What follows belongs to an exercise in optimizing a design on an open flow for small area, a short achievable clock period and few clock cycles per item; a production flow would make more cautious choices. Only simulation tests tie the RTL to the original design; equivalence was not proved.

### design.v
`timescale 1ns / 1ps
`default_nettype none
package ccpt_pkg;
  localparam int NUM_TARGETS = 3;
  localparam int COLOR_W     = 8;
  localparam int POS_W       = 11;
  localparam int SQ_W        = 16;
  localparam int DSQ_W       = 18;
  localparam int THR_W       = 9;
  localparam int RGB_W       = 24;
  localparam int CFG_IDX_W   = 3;
  localparam int CFG_DATA_W  = 24;
  localparam int DEF_MAX_COLUMNS = 2048;
  localparam int DEF_MAX_ROWS    = 2048;
  localparam logic [SQ_W-1:0]  RESET_BEST_SQ = 16'd65025;
  localparam logic [RGB_W-1:0] RST_TARGET_ONE   = 24'hFF0000;
  localparam logic [RGB_W-1:0] RST_TARGET_TWO   = 24'h00FF00;
  localparam logic [RGB_W-1:0] RST_TARGET_THREE = 24'h0000FF;
  localparam int RST_THR_ONE   = 150;
  localparam int RST_THR_TWO   = 175;
  localparam int RST_THR_THREE = 150;
  typedef enum logic [CFG_IDX_W-1:0] {
    REG_TARGET_ONE      = 3'd0,
    REG_TARGET_TWO      = 3'd1,
    REG_TARGET_THREE    = 3'd2,
    REG_THRESHOLD_ONE   = 3'd3,
    REG_THRESHOLD_TWO   = 3'd4,
    REG_THRESHOLD_THREE = 3'd5
  } cfg_reg_t;
  typedef struct packed {
    logic [COLOR_W-1:0] pixel_red;
    logic [COLOR_W-1:0] pixel_green;
    logic [COLOR_W-1:0] pixel_blue;
    logic [POS_W-1:0]   column;
    logic [POS_W-1:0]   row;
    logic               first_of_frame;
    logic               last_of_frame;
  } pixel_t;
  typedef struct packed {
    logic [POS_W-1:0] one_column;
    logic [POS_W-1:0] one_row;
    logic [POS_W-1:0] two_column;
    logic [POS_W-1:0] two_row;
    logic [POS_W-1:0] three_column;
    logic [POS_W-1:0] three_row;
    logic             one_present;
    logic             two_present;
    logic             three_present;
  } result_t;
  typedef struct packed {
    logic [NUM_TARGETS-1:0][RGB_W-1:0] rgb;
    logic [NUM_TARGETS-1:0][DSQ_W-1:0] thr_sq;
  } target_cfg_t;
  typedef struct packed {
    logic [NUM_TARGETS-1:0][2:0][SQ_W-1:0] sq;
    logic [POS_W-1:0]                      column;
    logic [POS_W-1:0]                      row;
    logic                                  first;
    logic                                  last;
    logic                                  in_range;
  } dist_t;
endpackage
`default_nettype wire
`timescale 1ns / 1ps
`default_nettype none
import ccpt_pkg::*;
module ccpt_cfg (
  input  wire logic                             clk,
  input  wire logic                             rst_n,
  input  wire logic                             cfg_we,
  input  wire logic [ccpt_pkg::CFG_IDX_W-1:0]   cfg_idx,
  input  wire logic [ccpt_pkg::CFG_DATA_W-1:0]  cfg_wdata,
  output ccpt_pkg::target_cfg_t                 tcfg
);
  logic [NUM_TARGETS-1:0][RGB_W-1:0] rgb_r;
  logic [NUM_TARGETS-1:0][DSQ_W-1:0] thr_sq_r;
  logic [THR_W-1:0]                  thr;
  logic [DSQ_W-1:0]                  wr_sq;
  assign thr   = cfg_wdata[THR_W-1:0];
  assign wr_sq = DSQ_W'(thr) * DSQ_W'(thr);
  always_ff @(posedge clk) begin
    if (!rst_n) begin
      rgb_r[0]    <= RST_TARGET_ONE;
      rgb_r[1]    <= RST_TARGET_TWO;
      rgb_r[2]    <= RST_TARGET_THREE;
      thr_sq_r[0] <= DSQ_W'(RST_THR_ONE * RST_THR_ONE);
      thr_sq_r[1] <= DSQ_W'(RST_THR_TWO * RST_THR_TWO);
      thr_sq_r[2] <= DSQ_W'(RST_THR_THREE * RST_THR_THREE);
    end else if (cfg_we) begin
      case (cfg_idx)
        REG_TARGET_ONE:      rgb_r[0]    <= cfg_wdata[RGB_W-1:0];
        REG_TARGET_TWO:      rgb_r[1]    <= cfg_wdata[RGB_W-1:0];
        REG_TARGET_THREE:    rgb_r[2]    <= cfg_wdata[RGB_W-1:0];
        REG_THRESHOLD_ONE:   thr_sq_r[0] <= wr_sq;
        REG_THRESHOLD_TWO:   thr_sq_r[1] <= wr_sq;
        REG_THRESHOLD_THREE: thr_sq_r[2] <= wr_sq;
        default: ;
      endcase
    end
  end
  assign tcfg.rgb    = rgb_r;
  assign tcfg.thr_sq = thr_sq_r;
endmodule
`default_nettype wire
`timescale 1ns / 1ps
`default_nettype none
import ccpt_pkg::*;
module ccpt_dist #(
  parameter int MAX_COLUMNS = ccpt_pkg::DEF_MAX_COLUMNS,
  parameter int MAX_ROWS    = ccpt_pkg::DEF_MAX_ROWS
) (
  input  wire logic                  clk,
  input  wire logic                  rst_n,
  input  wire logic                  in_valid,
  output logic                       in_stall,
  input  wire ccpt_pkg::pixel_t      in_data,
  input  wire ccpt_pkg::target_cfg_t tcfg,
  input  wire logic                  hold,
  output logic                       s2_valid,
  output ccpt_pkg::dist_t            s2
);
  logic     s1_valid_r, s1_valid_nxt;
  ccpt_pkg::pixel_t   s1_r;
  logic     s2_valid_r, s2_valid_nxt;
  ccpt_pkg::dist_t    s2_r, s2_nxt;
  logic     accept;
  logic [NUM_TARGETS-1:0][2:0][SQ_W-1:0] sq_w;
  assign in_stall = hold & s1_valid_r;
  assign accept   = in_valid & ~in_stall;
  always_comb begin
    if (accept) begin
      s1_valid_nxt = 1'b1;
    end else if (!hold) begin
      s1_valid_nxt = 1'b0;
    end else begin
      s1_valid_nxt = s1_valid_r;
    end
    s2_valid_nxt = hold ? s2_valid_r : s1_valid_r;
  end
  for (genvar t = 0; t < NUM_TARGETS; t++) begin : g_tgt
    for (genvar c = 0; c < 3; c++) begin : g_ch
      logic [COLOR_W-1:0] pix, tgt, d;
      logic [SQ_W-1:0]    dw;
      assign pix = (c == 0) ? s1_r.pixel_red : (c == 1) ? s1_r.pixel_green : s1_r.pixel_blue;
      assign tgt = tcfg.rgb[t][(2-c)*COLOR_W +: COLOR_W];
      assign d   = (pix >= tgt) ? (pix - tgt) : (tgt - pix);
      assign dw  = {{(SQ_W-COLOR_W){1'b0}}, d};
      assign sq_w[t][c] = dw * dw;
    end
  end
  always_comb begin
    s2_nxt.sq       = sq_w;
    s2_nxt.column   = s1_r.column;
    s2_nxt.row      = s1_r.row;
    s2_nxt.first    = s1_r.first_of_frame;
    s2_nxt.last     = s1_r.last_of_frame;
    s2_nxt.in_range = (32'(s1_r.column) < MAX_COLUMNS) && (32'(s1_r.row) < MAX_ROWS);
  end
  always_ff @(posedge clk) begin
    if (!rst_n) begin
      s1_valid_r <= 1'b0;
      s2_valid_r <= 1'b0;
    end else begin
      s1_valid_r <= s1_valid_nxt;
      s2_valid_r <= s2_valid_nxt;
    end
  end
  always_ff @(posedge clk) begin
    if (accept) begin
      s1_r <= in_data;
    end
    if (!hold) begin
      s2_r <= s2_nxt;
    end
  end
  assign s2_valid = s2_valid_r;
  assign s2       = s2_r;
endmodule
`default_nettype wire
`timescale 1ns / 1ps
`default_nettype none
import ccpt_pkg::*;
module ccpt_track (
  input  wire logic                  clk,
  input  wire logic                  rst_n,
  input  wire logic                  s2_valid,
  input  wire ccpt_pkg::dist_t       s2,
  input  wire ccpt_pkg::target_cfg_t tcfg,
  output logic                       hold,
  output logic                       out_valid,
  input  wire logic                  out_stall,
  output ccpt_pkg::result_t          out_data
);
  logic [NUM_TARGETS-1:0][SQ_W-1:0]  best_sq_r, best_sq_nxt;
  logic [NUM_TARGETS-1:0][POS_W-1:0] col_r, col_nxt;
  logic [NUM_TARGETS-1:0][POS_W-1:0] row_r, row_nxt;
  logic [NUM_TARGETS-1:0]            flag_r, flag_nxt;
  logic [NUM_TARGETS-1:0][DSQ_W-1:0] dsq;
  logic                              out_valid_r, out_valid_nxt;
  ccpt_pkg::result_t                           out_r, out_nxt;
  logic                              out_free;
  logic                              upd;
  assign out_free = ~out_valid_r | ~out_stall;
  assign hold     = s2_valid & s2.last & ~out_free;
  assign upd      = s2_valid & ~hold;
  always_comb begin
    for (int t = 0; t < NUM_TARGETS; t++) begin
      dsq[t] = DSQ_W'(s2.sq[t][0]) + DSQ_W'(s2.sq[t][1]) + DSQ_W'(s2.sq[t][2]);
      best_sq_nxt[t] = s2.first ? RESET_BEST_SQ : best_sq_r[t];
      flag_nxt[t]    = s2.first ? 1'b0 : flag_r[t];
      col_nxt[t]     = col_r[t];
      row_nxt[t]     = row_r[t];
      if (s2.in_range) begin
        if (dsq[t] < DSQ_W'(best_sq_nxt[t])) begin
          best_sq_nxt[t] = dsq[t][SQ_W-1:0];
          col_nxt[t]     = s2.column;
          row_nxt[t]     = s2.row;
        end
        if (dsq[t] < tcfg.thr_sq[t]) begin
          flag_nxt[t] = 1'b1;
        end
      end
    end
  end
  always_comb begin
    out_nxt.one_column    = col_nxt[0];
    out_nxt.one_row       = row_nxt[0];
    out_nxt.two_column    = col_nxt[1];
    out_nxt.two_row       = row_nxt[1];
    out_nxt.three_column  = col_nxt[2];
    out_nxt.three_row     = row_nxt[2];
    out_nxt.one_present   = flag_nxt[0];
    out_nxt.two_present   = flag_nxt[1];
    out_nxt.three_present = flag_nxt[2];
    if (upd && s2.last) begin
      out_valid_nxt = 1'b1;
    end else if (!out_stall) begin
      out_valid_nxt = 1'b0;
    end else begin
      out_valid_nxt = out_valid_r;
    end
  end
  always_ff @(posedge clk) begin
    if (!rst_n) begin
      for (int t = 0; t < NUM_TARGETS; t++) begin
        best_sq_r[t] <= RESET_BEST_SQ;
        col_r[t]     <= '0;
        row_r[t]     <= '0;
        flag_r[t]    <= 1'b0;
      end
      out_valid_r <= 1'b0;
    end else begin
      if (upd) begin
        best_sq_r <= best_sq_nxt;
        col_r     <= col_nxt;
        row_r     <= row_nxt;
        flag_r    <= flag_nxt;
      end
      out_valid_r <= out_valid_nxt;
    end
  end
  always_ff @(posedge clk) begin
    if (upd && s2.last) begin
      out_r <= out_nxt;
    end
  end
  assign out_valid = out_valid_r;
  assign out_data  = out_r;
endmodule
`default_nettype wire
`timescale 1ns / 1ps
`default_nettype none
import ccpt_pkg::*;
module closest_colour_pixel_tracker #(
  parameter int MAX_COLUMNS = ccpt_pkg::DEF_MAX_COLUMNS,
  parameter int MAX_ROWS    = ccpt_pkg::DEF_MAX_ROWS
) (
  input  wire logic                             clk,
  input  wire logic                             rst_n,
  input  wire logic                             cfg_we,
  input  wire logic [ccpt_pkg::CFG_IDX_W-1:0]   cfg_idx,
  input  wire logic [ccpt_pkg::CFG_DATA_W-1:0]  cfg_wdata,
  input  wire logic                             in_valid,
  output logic                                  in_stall,
  input  wire ccpt_pkg::pixel_t                 in_data,
  output logic                                  out_valid,
  input  wire logic                             out_stall,
  output ccpt_pkg::result_t                     out_data
);
  ccpt_pkg::target_cfg_t tcfg;
  ccpt_pkg::dist_t       s2;
  logic        s2_valid;
  logic        hold;
  ccpt_cfg u_cfg (
    .clk       (clk),
    .rst_n     (rst_n),
    .cfg_we    (cfg_we),
    .cfg_idx   (cfg_idx),
    .cfg_wdata (cfg_wdata),
    .tcfg      (tcfg)
  );
  ccpt_dist #(
    .MAX_COLUMNS (MAX_COLUMNS),
    .MAX_ROWS    (MAX_ROWS)
  ) u_dist (
    .clk      (clk),
    .rst_n    (rst_n),
    .in_valid (in_valid),
    .in_stall (in_stall),
    .in_data  (in_data),
    .tcfg     (tcfg),
    .hold     (hold),
    .s2_valid (s2_valid),
    .s2       (s2)
  );
  ccpt_track u_track (
    .clk       (clk),
    .rst_n     (rst_n),
    .s2_valid  (s2_valid),
    .s2        (s2),
    .tcfg      (tcfg),
    .hold      (hold),
    .out_valid (out_valid),
    .out_stall (out_stall),
    .out_data  (out_data)
  );
endmodule
`default_nettype wire
### run.sh
#!/bin/bash
# synth_recipe.tcl (not shown) runs the flow's synth.tcl, then flattens the netlist and writes it again
# the make line also repeats each setting of config.mk as NAME=value (left out here)
make -C /OpenROAD-flow-scripts/flow DESIGN_CONFIG=/design/flow/config.mk WORK_HOME=/design/flow/orfs CLKGATE_MAP_FILE= SYNTH_SCRIPT=/design/flow/synth_recipe.tcl finish
### config.mk
export PLATFORM = sky130hd
export DESIGN_NAME = closest_colour_pixel_tracker
export DESIGN_NICKNAME = closest_colour_pixel_tracker
export VERILOG_FILES = /design/flow/design.v
export SDC_FILE = /design/flow/constraint.sdc
export NUM_CORES = 4
export LEC_CHECK = 0
export CAP_MARGIN = 20
export CORE_MARGIN = 2
export CORE_UTILIZATION = 40
export SLEW_MARGIN = 20
### constraint.sdc
create_clock -name core_clock -period 7.5 [get_ports {clk}]
set_input_delay 1.5000 -clock core_clock [delete_from_list [all_inputs] [get_ports {clk}]]
set_output_delay 1.5000 -clock core_clock [all_outputs]
set_load 0.01 [all_outputs]
==> summary.txt <==
-- logic make-up after synthesis --
family                     count (synthesis)  synth area share
xor gates and xnor gates                 280            0.0537
AOI/OAI and AO/OA                        829             0.122
buffers and inverters                    818            0.0674
DFF                                      519             0.285
adders and majority gates                908             0.292
muxes                                    262            0.0591
and+or+nand+nor                         1249             0.122
-- timing repair --
item / CTS / global route
pin swaps: 0 / 13
setup buffers: 0 / 16
resized for setup: 1 / 48
gates cloned: 0 / 1
setup endpoints to repair: 1 / 22
-- sequential cells by signal, indices dropped and copies added (netlist names), 3 cells and up --
signal and flops:
u_track.out_r 69, u_track.col_r 33, u_dist.s1_r 48, u_track.best_sq_r 48, u_cfg.thr_sq_r 51, u_track.row_r 33
u_dist.s2_r 159, u_track.flag_r 3, u_cfg.rgb_r 72
-- routing by layer --
layer / track usage / up-vias / part of all wire / wire length, um
met3: 0.0221 / 148 / 0.039 / 4470
met5: 0 / - / 0 / 0
li1: - / 16800 / - / -
met1: 0.252 / 16400 / 0.45 / 51700
met4: 0.0591 / 0 / 0.030 / 3370
met2: 0.332 / 629 / 0.48 / 54400
-- critical path: cells and delay by family (launching register included) --
family / cells / cell delay (ns)
AOI/OAI and AO/OA: 10 / 1.85
xor gates and xnor gates: 1 / 0.07
adders and majority gates: 7 / 2.91
buffers and inverters: 6 / 0.51
DFF: 1 / 0.44
muxes: 1 / 0.30
and+or+nand+nor: 4 / 0.90
-- cell usage in the layout (no fill, tap or decap), types with 10 or more instances in the layout --
master and instances:
or3_1 19, nand2b_1 38, a211oi_1 18, a31oi_1 17, nor2b_1 85, xor2_1 67, inv_1 681, o21bai_1 41
ha_1 624, o21a_1 61, a21boi_0 60, edfxtp_1 276, fa_1 283, o2111ai_1 10, buf_4 111, a21o_1 93
clkbuf_16 69, o211ai_1 72, and3_1 21, nand3_1 44, nor2_1 411, o21ai_0 118, nand2_1 424, clkdlybuf4s50_1 149
and2_1 47, clkinv_2 12, mux2i_1 178, o41ai_1 11, or2_2 43, o31a_1 12, mux2_2 80, nor3_1 63
nand4_1 14, dfxtp_1 243, xnor2_1 205, clkbuf_1 19, a21oi_1 195
-- worst paths after layout --
| kind | end | slack, ns | from | cells past startpoint |
|---|---|---|---|---|
| hold reg to reg | u_dist.s2_r[10] | 0.42 | u_dist.s1_r[9] | 0 |
| setup / recovery | u_dist.s2_r[150] | 0.27 | u_dist.s1_r[32] | 29 |
| hold / removal | u_dist.s2_r[10] | 0.42 | u_dist.s1_r[9] | 0 |
| setup reg to reg | u_dist.s2_r[150] | 0.27 | u_dist.s1_r[32] | 29 |
-- cell type report --
cell class	count	area, um2	share of cell area
timing repair buffer	262	2350	0.0448
clock inverter	27	373	0.00711
sequential	519	13200	0.251
antenna	1	2.50	0.0000477
multi-input combinational	3529	30200	0.576
tap	1512	1890	0.0361
inverter	684	2570	0.0491
clock buffer	94	1880	0.0359
-- through the flow --
stage	cell area (um2)	setup TNS [ns]	instances	utilization
2_1_floorplan	46200	0	4865	-
3_3_place_gp	49800	0	6489	0.435
3_5_place_dp	49800	-0.0246	6489	0.435
4_1_cts	52100	0	6610	0.455
5_1_grt	52400	-0.167	6627	0.458
6_report	52400	0	6628	0.458
==> metrics.md <==
| Metric | Value |
|---|---|
| Routed wire length | `114,000 um` |
| Via count | `34,000` |
| Fmax | `138 MHz` |
| Worst setup path category | `register to register` |
| Antenna-violating nets left | `0` |
| Synthesized netlist cell count | `4,865` |
| Yosys reg bits | `519` |
| CTS Hold Bufs | `0` |
| Slew @ Worst Pin | `1.03 ns` |
| Top-count cell post-synth | `inv_1` |
| Die area | `118,000 um2` |
| GRT Overall Usage | `0.192` |
| Syn Nets | `5,853` |
| Layout cell share with drive strength beyond 1 | `0.0811` |
| I/O pin total | `151` |
| Clock Latency Late Sink | `0.65 ns` |
| Post-synth cell types | `91` |
| Worst min-delay path category | `register to register` |
| Overall die height | `344 um` |
| Routed len/inst | `17.2 um` |
| Final hold violation count | `0` |
| Core area | `115,000 um2` |
| Arr. time, crit path | `7.62 ns` |
| First drt pass iteration count | `7` |
| Main synth FF type | `edfxtp_1` |
| CTS tree | `yes` |
| Fraction of registers with async set/reset | `0` |
| Pins Over Slew Limit | `0` |
| Slowest CP cell | `fa_1` |
| Number of global-route vias before repair | `34,400` |
| Top cells by count, synth | `inv_1 (683), ha_1 (625), nand2_1 (426)` |
| Startpoint Class | `register` |
| Via/cell ratio | `5.13` |
| Clock buffer depth | `3` |
| Number of synthesized flops with an enable pin | `276` |
| Final Critical Period | `7.23 ns` |
| Synth warn | `3` |
| Drt initial violations | `1,677` |
| Total grt overflow | `0` |
| Inserted Clock Buffers | `66` |
| Count of final setup violators | `0` |
| Max cap viols | `0` |
| Clock skew | `0.0418 ns` |
| Port buffer count | `150` |
| Pre-CTS setup slack | `-0.0246 ns` |
| Crit share post-route | `0.963` |
| Nets | `6,050` |
| Area leader, netlist | `edfxtp_1` |
| # rows | `124` |
| CP dominant cell by count | `fa_1` |
| Final hold slack | `0.416 ns` |
| Seq/Total Area, Yosys | `0.285` |
| Worst setup margin | `0.274 ns` |
| H-tree depth | `3` |
| Clock-pin slew on the worst setup and hold paths | `0.06 ns` |
| Avg Synthesized Cell Area | `9.50 um2` |
| Critical Path RT | `7.90 ns` |
| Chip width | `344 um` |
| Clock root cell | `clkbuf_16` |
| HPWL after DPL | `88,000 um` |
| Top cell type's share of synthesized area | `0.179` |
| Top post-synthesis cells by area | `edfxtp_1 (18%), ha_1 (17%), fa_1 (12%), dfxtp_1 (11%), inv_1 (5.5%)` |
| Remaining DRCs | `0` |
| Crit path largest cell delay | `0.54 ns` |
| Status | `finished clean` |
| Starting Density | `0.404` |
| Worst slew margin | `0.314` |
| Antenna violations before repair | `3` |
| Fill count | `10,900` |
| CTS Sinks | `519` |
| Area growth from synthesis to layout | `13.5%` |
| Worst setup EP type | `register` |
| First-pass GRT wire length | `182,000 um` |
| Largest net degree at the start of global routing | `99` |
| Cell Area, Synth | `46,200 um2` |
| Crit-path max FO | `5` |
| Routability congestion estimate from global placement | `0.892` |
Testbench counts, summed over its fixed seeds: cycles 34,148, pixels 34,052.

## re-timing with driven ports
How much do the figures lean on ideal ports? The routed layout below was timed once more, with nothing changed but the port constraints.
Step 1, drivers: a clkbuf_16 drives clk and a buf_2 each remaining input, both assumed.
Step 2 moves the port delays by t, midway between the first and last clock arrival at a register: inputs arrive t later, outputs are due t later. That takes back most of the time a late clock gives input paths.
a / b / c = ideal / step 1 / step 2; a / b = the first two.
shift t [ns]: 0.706
setup WS [ns]: 0.274 / 0.274 / 0.274
hold slack, ns: 0.416 / 0.416 / 0.416
worst slew at a driven data input, ns: 0.13
After both steps this run still meets setup and hold. For this run, drivers alone change the setup slack by 0.000 ns; drivers and shift together by 0.000 ns.
